Background: an optimization exercise with open tools, aiming at small area. Do not read the settings as production practice.
Only simulation tests tie the RTL to the original design; equivalence was not proved.
Power is estimated from default activity; no workload was simulated.

File: flow/design.v
module mips_multicycle_core #(
  parameter int                    ADDR_WIDTH = 32,
  parameter logic [ADDR_WIDTH-1:0] RESET_PC   = '0,
  parameter int                    NUM_REGS   = 32
) (
  input  logic                  clk,
  input  logic                  rst,
  output logic                  mem_req,
  output logic                  mem_we,
  output logic [ADDR_WIDTH-1:0] mem_addr,
  output logic [31:0]           mem_wdata,
  input  logic [31:0]           mem_rdata,
  input  logic                  mem_ready,
  output logic                  halted
);
  localparam int NR = 31;    
  typedef enum logic [2:0] {
    S_CLR,
    S_FETCH,
    S_READ,
    S_WRITE,
    S_ADDR,
    S_MEM,
    S_BEQ1,
    S_HALT
  } state_t;
  state_t           r_state;
  logic [29:0]      r_pc;        
  logic [4:0]       r_p;         
  logic [31:0]      r_x;
  logic [31:0]      r_y;
  logic [28:0]      r_ir;        
  logic             r_first;     
  logic             r_gs;        
  logic             r_gt;        
  logic [NR*32-1:0] r_ring;
  logic        w_c2, w_c1, w_c0;
  logic        w_lw, w_sw, w_addi, w_beq, w_r, w_j, w_need_t, w_mem;
  logic [4:0]  w_rs, w_rt, w_rd;
  logic [5:0]  w_fn;
  logic [31:0] w_sext;
  assign w_c2     = r_ir[28];
  assign w_c1     = r_ir[27];
  assign w_c0     = r_ir[26];
  assign w_mem    = w_c2;
  assign w_lw     = w_c2 & ~w_c1;
  assign w_sw     = w_c2 &  w_c1;
  assign w_addi   = ~w_c2 & w_c1 & ~w_c0;
  assign w_beq    = w_c1 & w_c0;
  assign w_r      = ~w_c2 & ~w_c1 & ~w_c0;
  assign w_j      = ~w_c1 & w_c0;
  assign w_need_t = ~w_c2 & ~(w_c1 ^ w_c0) | w_sw;    
  assign w_rs     = r_ir[25:21];
  assign w_rt     = r_ir[20:16];
  assign w_rd     = w_r ? r_ir[15:11] : r_ir[20:16];
  assign w_fn     = r_ir[5:0];
  assign w_sext   = {{16{r_ir[15]}}, r_ir[15:0]};
  logic [5:0] f_op, f_fn;
  logic       f_legal;
  assign f_op = mem_rdata[31:26];
  assign f_fn = mem_rdata[5:0];
  always_comb begin
    case (f_op)
      6'h00:   f_legal = (f_fn == 6'h20) || (f_fn == 6'h22) || (f_fn == 6'h24) ||
                         (f_fn == 6'h25) || (f_fn == 6'h2A);
      6'h02, 6'h04, 6'h08, 6'h23, 6'h2B: f_legal = 1'b1;
      default: f_legal = 1'b0;
    endcase
  end
  logic [31:0] w_head, w_hz, w_head_in, w_alu;
  logic        w_at_rd, w_wlast, w_wr, w_fetch, w_clr;
  assign w_head    = r_ring[31:0];
  assign w_hz      = w_head;
  assign w_clr     = (r_state == S_CLR);
  assign w_at_rd   = (r_p == w_rd);
  assign w_wr      = ((r_state == S_WRITE) && w_at_rd) || w_clr;
  assign w_wlast   = (r_state == S_WRITE) && (w_at_rd || (w_rd == 5'd0));
  assign w_fetch   = (r_state == S_FETCH) || w_wlast || (w_clr && (r_p == 5'd31));
  assign w_head_in = w_wr ? w_alu : w_hz;
  logic        w_use_imm, w_sub, w_lt, w_bzero, w_inc;
  logic [31:0] w_b, w_sum;
  logic        f_sub_fn, f_slt_fn, f_and_fn, f_or_fn;
  assign f_slt_fn = w_fn[3];
  assign f_and_fn = ~w_fn[3] & w_fn[2] & ~w_fn[0];
  assign f_or_fn  = ~w_fn[3] & w_fn[2] &  w_fn[0];
  assign f_sub_fn = ~w_fn[2] & w_fn[1];
  assign w_bzero   = (r_state == S_MEM) || w_clr || w_inc || (w_lw && (r_state == S_WRITE));
  assign w_inc     = (r_state == S_READ) && r_first;    
  assign w_use_imm = w_addi | w_mem | (r_state == S_ADDR);
  assign w_sub     = ~w_use_imm & ~w_bzero & (w_beq | (w_r & (f_sub_fn | f_slt_fn)));
  always_comb begin
    if (w_bzero)
      w_b = 32'd0;
    else if (!w_use_imm)
      w_b = r_y ^ {32{w_sub}};
    else if (w_beq)
      w_b = {w_sext[29:0], 2'b00};
    else
      w_b = w_sext;
  end
  assign w_sum = r_x + w_b + {31'd0, w_sub | w_inc};
  assign w_lt  = (r_x[31] ^ r_y[31]) ? r_x[31] : w_sum[31];
  always_comb begin
    if (w_r && f_slt_fn && !w_clr)
      w_alu = {31'd0, w_lt};
    else if (w_r && f_and_fn && !w_clr)
      w_alu = r_x & r_y;
    else if (w_r && f_or_fn && !w_clr)
      w_alu = r_x | r_y;
    else
      w_alu = w_sum;
  end
  logic w_hit_s, w_hit_t, w_done_s, w_done_t;
  assign w_hit_s  = (r_p == w_rs);
  assign w_hit_t  = (r_p == w_rt) && w_need_t;
  assign w_done_s = r_gs || w_hit_s || (w_rs == 5'd0);
  assign w_done_t = r_gt || w_hit_t || (w_rt == 5'd0) || !w_need_t;
  always_ff @(posedge clk) begin
    r_ring <= {w_head_in, r_ring[NR*32-1:32]};
  end
  always_ff @(posedge clk or posedge rst) begin
    if (rst) begin
      r_state <= S_CLR;
      r_p     <= 5'd0;
    end else begin
      r_p <= (r_p == 5'd31) ? 5'd1 : r_p + 5'd1;
      if (w_fetch) begin
        if (!mem_ready) begin
          r_state <= S_FETCH;
        end else if (!f_legal) begin
          r_state <= S_HALT;
        end else begin
          r_state <= S_READ;
        end
      end else begin
        case (r_state)
          S_CLR: ;
          S_READ: begin
            if (w_j)
              r_state <= S_FETCH;
            else if (w_done_s && w_done_t) begin
              if (w_mem || w_beq)
                r_state <= w_beq ? S_BEQ1 : S_ADDR;
              else
                r_state <= S_WRITE;
            end
          end
          S_WRITE: ;
          S_ADDR: begin
            if (w_beq)
              r_state <= S_FETCH;
            else
              r_state <= (w_sum[1:0] != 2'b00) ? S_HALT : S_MEM;
          end
          S_MEM: begin
            if (mem_ready) begin
              r_state <= w_lw ? S_WRITE : S_FETCH;
            end
          end
          S_BEQ1: begin
            r_state <= (w_sum == 32'd0) ? S_ADDR : S_FETCH;
          end
          default: r_state <= S_HALT;
        endcase
      end
    end
  end
  always_ff @(posedge clk) begin
    if (w_clr || w_inc || (r_state == S_ADDR) || ((r_state == S_MEM) && mem_ready)) begin
      r_pc[29:26] <= w_sum[31:28];
      r_pc[25:0]  <= (w_inc && w_j) ? r_ir[25:0] : w_sum[27:2];
    end
  end
  always_ff @(posedge clk) begin
    if (w_fetch || w_clr) begin
      r_x     <= w_fetch ? {r_pc, 2'b11} : 32'd0;
      r_y     <= 32'd0;
      r_gs    <= 1'b0;
      r_gt    <= 1'b0;
      r_first <= 1'b1;
      r_ir    <= {mem_rdata[31], mem_rdata[29] | mem_rdata[28],
                  mem_rdata[28] | (mem_rdata[27] & ~mem_rdata[31]), mem_rdata[25:0]};
    end else begin
      case (r_state)
        S_READ: begin
          r_first <= 1'b0;
          if (w_hit_s) begin
            r_x  <= w_hz;
            r_gs <= 1'b1;
          end else if (r_first && (w_rs == 5'd0)) begin
            r_x  <= 32'd0;
          end
          if (w_hit_t) begin
            r_y  <= w_hz;
            r_gt <= 1'b1;
          end
        end
        S_ADDR, S_BEQ1: r_x <= {r_pc, 2'b11};
        S_MEM: if (mem_ready) r_x <= mem_rdata;
        default: ;
      endcase
    end
  end
  assign mem_req   = w_fetch || (r_state == S_MEM);
  assign mem_we    = (r_state == S_MEM) && w_sw;
  assign mem_addr  = {r_pc, 2'b00};
  assign mem_wdata = r_y;
  assign halted    = (r_state == S_HALT) ||
                     ((r_state == S_ADDR) && w_mem && (w_sum[1:0] != 2'b00));
endmodule
File: flow/flow/run.sh
#!/bin/bash
# Own flow: the standard layout (standard.sh: ORFS synthesis to final
# layout) with these changes, all in how the layout is built:
#  - synthesis is the standard flow's synthesis script (synth_recipe.tcl) unchanged, except
#    that its ABC technology-mapping call runs flow/abc.script, an
#    area-oriented script, instead of ORFS's abc_speed.script. Registers are
#    mapped before ABC, so they are the standard synthesis's registers;
#  - ports are buffered with sky130_fd_sc_hd__buf_1 instead of the default
#    buffer cell (every input and output still gets its own buffer);
#  - clock tree synthesis uses clkbuf_8 with sink clusters of up to 16
#    flip-flops within 60 um, and no dummy loads.
# The tools' full output goes to standard.log in this folder.
set -euo pipefail
W=$PWD
export BUFFER_PORTS_ARGS="-buffer_cell sky130_fd_sc_hd__buf_1"
export CTS_ARGS="-sink_clustering_enable -repair_clock_nets -dont_use_dummy_load -buf_list sky130_fd_sc_hd__clkbuf_8 -sink_clustering_size 16 -sink_clustering_max_diameter 60"
{
  cat <<EOT
proc abc {args} {
  set i [lsearch -exact \$args -script]
  if { \$i >= 0 } {
    set args [lreplace \$args [expr {\$i + 1}] [expr {\$i + 1}] $W/flow/abc.script]
  }
  yosys abc {*}\$args
}
EOT
  cat synth_recipe.tcl
} > my_synth.tcl
sed "s#SYNTH_SCRIPT=[^ ]*#SYNTH_SCRIPT=$W/my_synth.tcl#" standard.sh > my_standard.sh
grep -q "SYNTH_SCRIPT=$W/my_synth.tcl" my_standard.sh
bash my_standard.sh > standard.log 2>&1
File: flow/flow/abc.script
strash
ifraig
dc2
balance
rewrite
refactor
balance
rewrite
rewrite -z
balance
refactor -z
rewrite -z
balance
strash
&get -n
&synch2
&nf
&put
topo
stime -c
dnsize -c
File: flow/standard.sh
#!/bin/bash
# synth_recipe.tcl (not shown) runs the flow's synth.tcl, then flattens the netlist and writes it again
# the make line also repeats each setting of config.mk as NAME=value (left out here)
make -C /OpenROAD-flow-scripts/flow DESIGN_CONFIG=/design/flow/config.mk WORK_HOME=/design/flow/orfs CLKGATE_MAP_FILE= SYNTH_SCRIPT=/design/flow/synth_recipe.tcl "${@:-finish}"
File: flow/config.mk
export PLATFORM = sky130hd
export DESIGN_NAME = mips_multicycle_core
export DESIGN_NICKNAME = mips_multicycle_core
export VERILOG_FILES = /design/flow/design.v
export SDC_FILE = /design/flow/constraint.sdc
export NUM_CORES = 4
export LEC_CHECK = 0
export CAP_MARGIN = 20
export CORE_MARGIN = 2
export CORE_UTILIZATION = 66
export SLEW_MARGIN = 20
File: flow/constraint.sdc
create_clock -name core_clock -period 10.0 [get_ports {clk}]
set_input_delay 2.0000 -clock core_clock [delete_from_list [all_inputs] [get_ports {clk}]]
set_output_delay 2.0000 -clock core_clock [all_outputs]
set_load 0.01 [all_outputs]
==> flow_metrics.py <==
metrics = {
    "timing": {
        "grt_setup_unrepaired": "false",
        "fmax_ghz": 0.121,
        "fin_setup_tns_ns": 0,
        "fin_crit_ns": 8.27,
        "maxSlewHeadroom_pct": 23.9,
        "setup-violations-final": 0,
        "hold_viol": 0,
        "worst_slew_pin_slew_ns": 1.14,
        "finClkSkew_ns": 0.0828,
        "period_share_pct": 82.7,
        "slew_viol_final": 0,
    },
    "final_layout": {
        "synthToLayoutAreaGrowth_pct": 8.71,
        "layout-drive-gt1-share_pct": 5.19,
        "nFillCells": 2660,
        "fin_nets": 2273,
    },
    "global_routing": {
        "overflow": 0,
        "grt.total_usage_pct": 25.6,
        "grt_pass1_vias": 15400,
        "grt_max_degree": 53,
        "grt_pass1_wl_um": 86900,
        "antenna_found_initial": 2,
    },
    "synth": {
        "synth_cell_type_count": 51,
        "synth_ff_type": "dfxtp_1",
        "ys_warn_count": 1,
        "netlist_instances": 1995,
        "async_flop_share_pct": 0.710,
        "postSynthAreaPerCell_sq_um": 14.4,
        "synth-seq-cells": 1126,
        "netlist_area_sq_um": 28700,
        "synth_seq_area_share_pct": 82.0,
        "synth_edf_count": 91,
    },
    "die": {
        "io_pins": 102,
        "dieHeight_um": 212,
        "coreArea_sq_um": 43000,
        "die_area_sq_um": 45100,
        "start_util_pct": 66.7,
        "rows": 76,
        "fp.dieW_um": 212,
    },
    "route": {
        "drc": 0,
        "drtIter0Drc": 1216,
        "antenna_left": 0,
        "num_vias": 15100,
        "drt_first_pass_iters": 6,
        "wl_per_cell_um": 20.3,
        "vias_per_cell": 5.41,
        "wl_um": 56500,
    },
    "critical_path": {
        "end_kind": "flip-flop",
        "cp.arrival_ns": 8.78,
        "cp_slowest_cell": "dfrtp_1",
        "crit_top_cell": "o21ai_0",
        "critical_path_class": "reg2reg",
        "rr_worst_depth": 32,
        "slowest_delay_ns": 0.52,
        "critPathRequiredTime_ns": 10.51,
        "crit_fanout": 19,
        "cp-start-kind": "flip-flop",
    },
    "clocking": {
        "ctsHoldBuffers": 0,
        "cts_sinks": 1126,
        "clockRootBuffer": "clkbuf_8",
        "clk_pin_slew_ns": 0.10,
        "clock_latency_ns": 0.67,
        "cts_setup_buffers": 0,
        "cts_tree": "built",
        "numCtsBuffers": 83,
        "cts.path.max_buffers": 3,
        "cts_resized": 0,
        "cts_htree_levels": 3,
    },
    "worst_hold_path": {
        "hold_depth": 0,
        "hp-class": "reg2reg",
    },
    "pwr": {
        "peakVddDrop_mv": 0.251,
        "fin_total_pwr_mw": 11.5,
        "p_leak_nw": 12.2,
        "power_density_nw_per_um2": 370,
    },
    "place": {
        "place_congestion": 0.878,
        "portBuffers": 99,
        "dp_hpwl_um": 36900,
    },
    "outcome": {
        "status": "finished clean",
    },
    "run": {
        "maxCapViolCount": 0,
    },
}
[final timing paths]
check                                         end  slack [ns]                    from
setup / recovery           r_state[0]$_DFFE_PP0P_        1.73  r_state[0]$_DFFE_PP0P_
hold / removal                r_ring[941]$_DFF_P_        0.26     r_ring[973]$_DFF_P_
min in group asynchronous        r_p[4]$_DFF_PP0_        1.29                     rst
max in group asynchronous        r_p[0]$_DFF_PP0_        8.46                     rst
setup reg to reg           r_state[0]$_DFFE_PP0P_        1.73  r_state[0]$_DFFE_PP0P_
hold reg to reg               r_ring[941]$_DFF_P_        0.26     r_ring[973]$_DFF_P_
[layer usage]
layer / vias to the layer above / global-route usage [%] / part of all wire [%]
met5: - / 0 / 0
met2: 548 / 40.0 / 46
met1: 7224 / 34.6 / 44
li1: 7176 / - / -
met3: 125 / 6.48 / 7.3
met4: 0 / 9.96 / 3.0
[layout make-up]
type / count / area [sq um] / share of cell area, %
clock buffer: 83 / 1140 / 3.67
multi-input combinational: 848 / 5140 / 16.5
inverter: 20 / 75.1 / 0.241
timing repair buffer: 121 / 569 / 1.83
antenna: 2 / 5.00 / 0.0161
sequential: 1126 / 23500 / 75.4
tap: 585 / 732 / 2.35
[cells by family after synthesis]
logic type	synth area share [%]
other	0.0131
multiplexers	0.284
adder cells (fa/ha/maj)	2.06
AND/OR/NAND/NOR	5.97
AO/OA/AOI/OAI	7.52
XOR/XNOR	1.86
buffers and inverters	0.314
flip-flops	82.0
[worst max-delay path: cells and delay by family (launching register included)]
family / cells / cell delay [ns]
and+or+nand+nor: 8 / 1.57
xor gates and xnor gates: 1 / 0.28
DFF: 1 / 0.52
adders and majority gates: 2 / 0.53
buffers and inverters: 2 / 0.60
AOI/OAI and AO/OA: 19 / 4.62
[sequential cells by signal, indices dropped and copies added (netlist names)]
| signal | count |
|---|---|
| r_y | 32 |
| r_x | 32 |
| r_state | 3 |
| r_ring | 992 |
| r_first | 1 |
| r_ir | 29 |
| r_gs | 1 |
| r_p | 5 |
| r_pc | 30 |
| r_gt | 1 |
[power breakdown]
group / switching [mW] / internal (mW)
registers: 0.584 / 6.21
logic: 1.81 / 0.954
clock network: 1.23 / 0.745
total: 3.62 / 7.91
[metrics by stage]
| stage | setup slack (ns) | utilization, % | cell area, sq um | cells | hold slack [ns] |
|---|---|---|---|---|---|
| floorplan | 2.54 | - | 28700 | 1996 | 0.310 |
| global placement | 2.02 | 69.7 | 30000 | 2698 | 0.310 |
| detailed placement | 1.84 | 69.7 | 30000 | 2699 | 0.312 |
| CTS | 1.80 | 72.4 | 31100 | 2782 | 0.261 |
| global route | 1.11 | 72.5 | 31200 | 2784 | 0.254 |
| finish | 1.73 | 72.5 | 31200 | 2785 | 0.259 |
[cells in the final DEF, fill, tap and decap left out, types with 3 or more instances in the layout]
| master | synthesis | layout |
|---|---|---|
| dfxtp_1 | 1027 | 1027 |
| nand2_1 | 145 | 144 |
| o21ai_0 | 128 | 128 |
| nor2_1 | 125 | 123 |
| buf_1 | 0 | 99 |
| edfxtp_1 | 91 | 91 |
| clkbuf_8 | 0 | 83 |
| a21oi_1 | 83 | 81 |
| nor3_1 | 42 | 42 |
| xor2_1 | 39 | 39 |
| ha_1 | 36 | 36 |
| a222oi_1 | 30 | 30 |
| xnor2_1 | 22 | 22 |
| clkinv_1 | 20 | 20 |
| a21o_1 | 20 | 20 |
| buf_4 | 2 | 20 |
| nand2b_1 | 19 | 19 |
| a32o_1 | 18 | 18 |
| o211ai_1 | 16 | 16 |
| nand3_1 | 14 | 13 |
| maj3_1 | 10 | 10 |
| nor2b_1 | 8 | 8 |
| dfrtp_1 | 8 | 8 |
| mux2i_1 | 7 | 7 |
| o21bai_1 | 7 | 7 |
| a31oi_1 | 8 | 7 |
| nand4_1 | 7 | 7 |
| and3_1 | 6 | 6 |
| a211oi_1 | 7 | 6 |
| a21boi_0 | 5 | 5 |
| a211o_1 | 5 | 5 |
| or2_0 | 4 | 4 |
| a221oi_1 | 4 | 4 |
| nand3b_1 | 3 | 3 |
[Yosys cell counts (all sizes together) (5+ instances only)]
cell type	instances	area, sq um
a211o	5	43.8
a211oi	7	52.6
a21boi	5	37.5
a21o	20	150
a21oi	83	415
a222oi	30	300
a31oi	8	50.1
a32o	18	180
and3	6	37.5
clkinv	20	75.1
dfrtp	8	200
dfxtp	1027	20600
edfxtp	91	2730
ha	36	450
maj3	10	100
mux2i	7	70.1
nand2	145	544
nand2b	19	119
nand3	14	70.1
nand4	7	43.8
nor2	125	469
nor2b	8	50.1
nor3	42	210
o211ai	16	120
o21ai	128	641
o21bai	7	52.6
xnor2	22	193
xor2	39	342

-- afterwards: timing with drivers on the ports --
In the flow no input, the clock included, has a driving cell. The finished layout below was timed again as built, in two steps. Step 1: set_driving_cell puts a clkbuf_16 on clk and a buf_2 on each other input, an assumption about the parent block. Step 2 times the ports against the registers' clock, not the clock port: input delays grow and output delays shrink by t, the midpoint of the rising clock arrivals with the driver on. Slacks: ideal ports / drivers / drivers and shift; pairs: ideal ports / drivers.
t (ns): 0.690
setup WS [ns]: 1.731 / 1.731 / 1.731
hold slack, ns: 0.259 / 0.259 / 0.259
After both steps setup and hold are still met in this run. For this run, drivers alone change the setup slack by 0.000 ns; drivers and shift together by 0.000 ns.
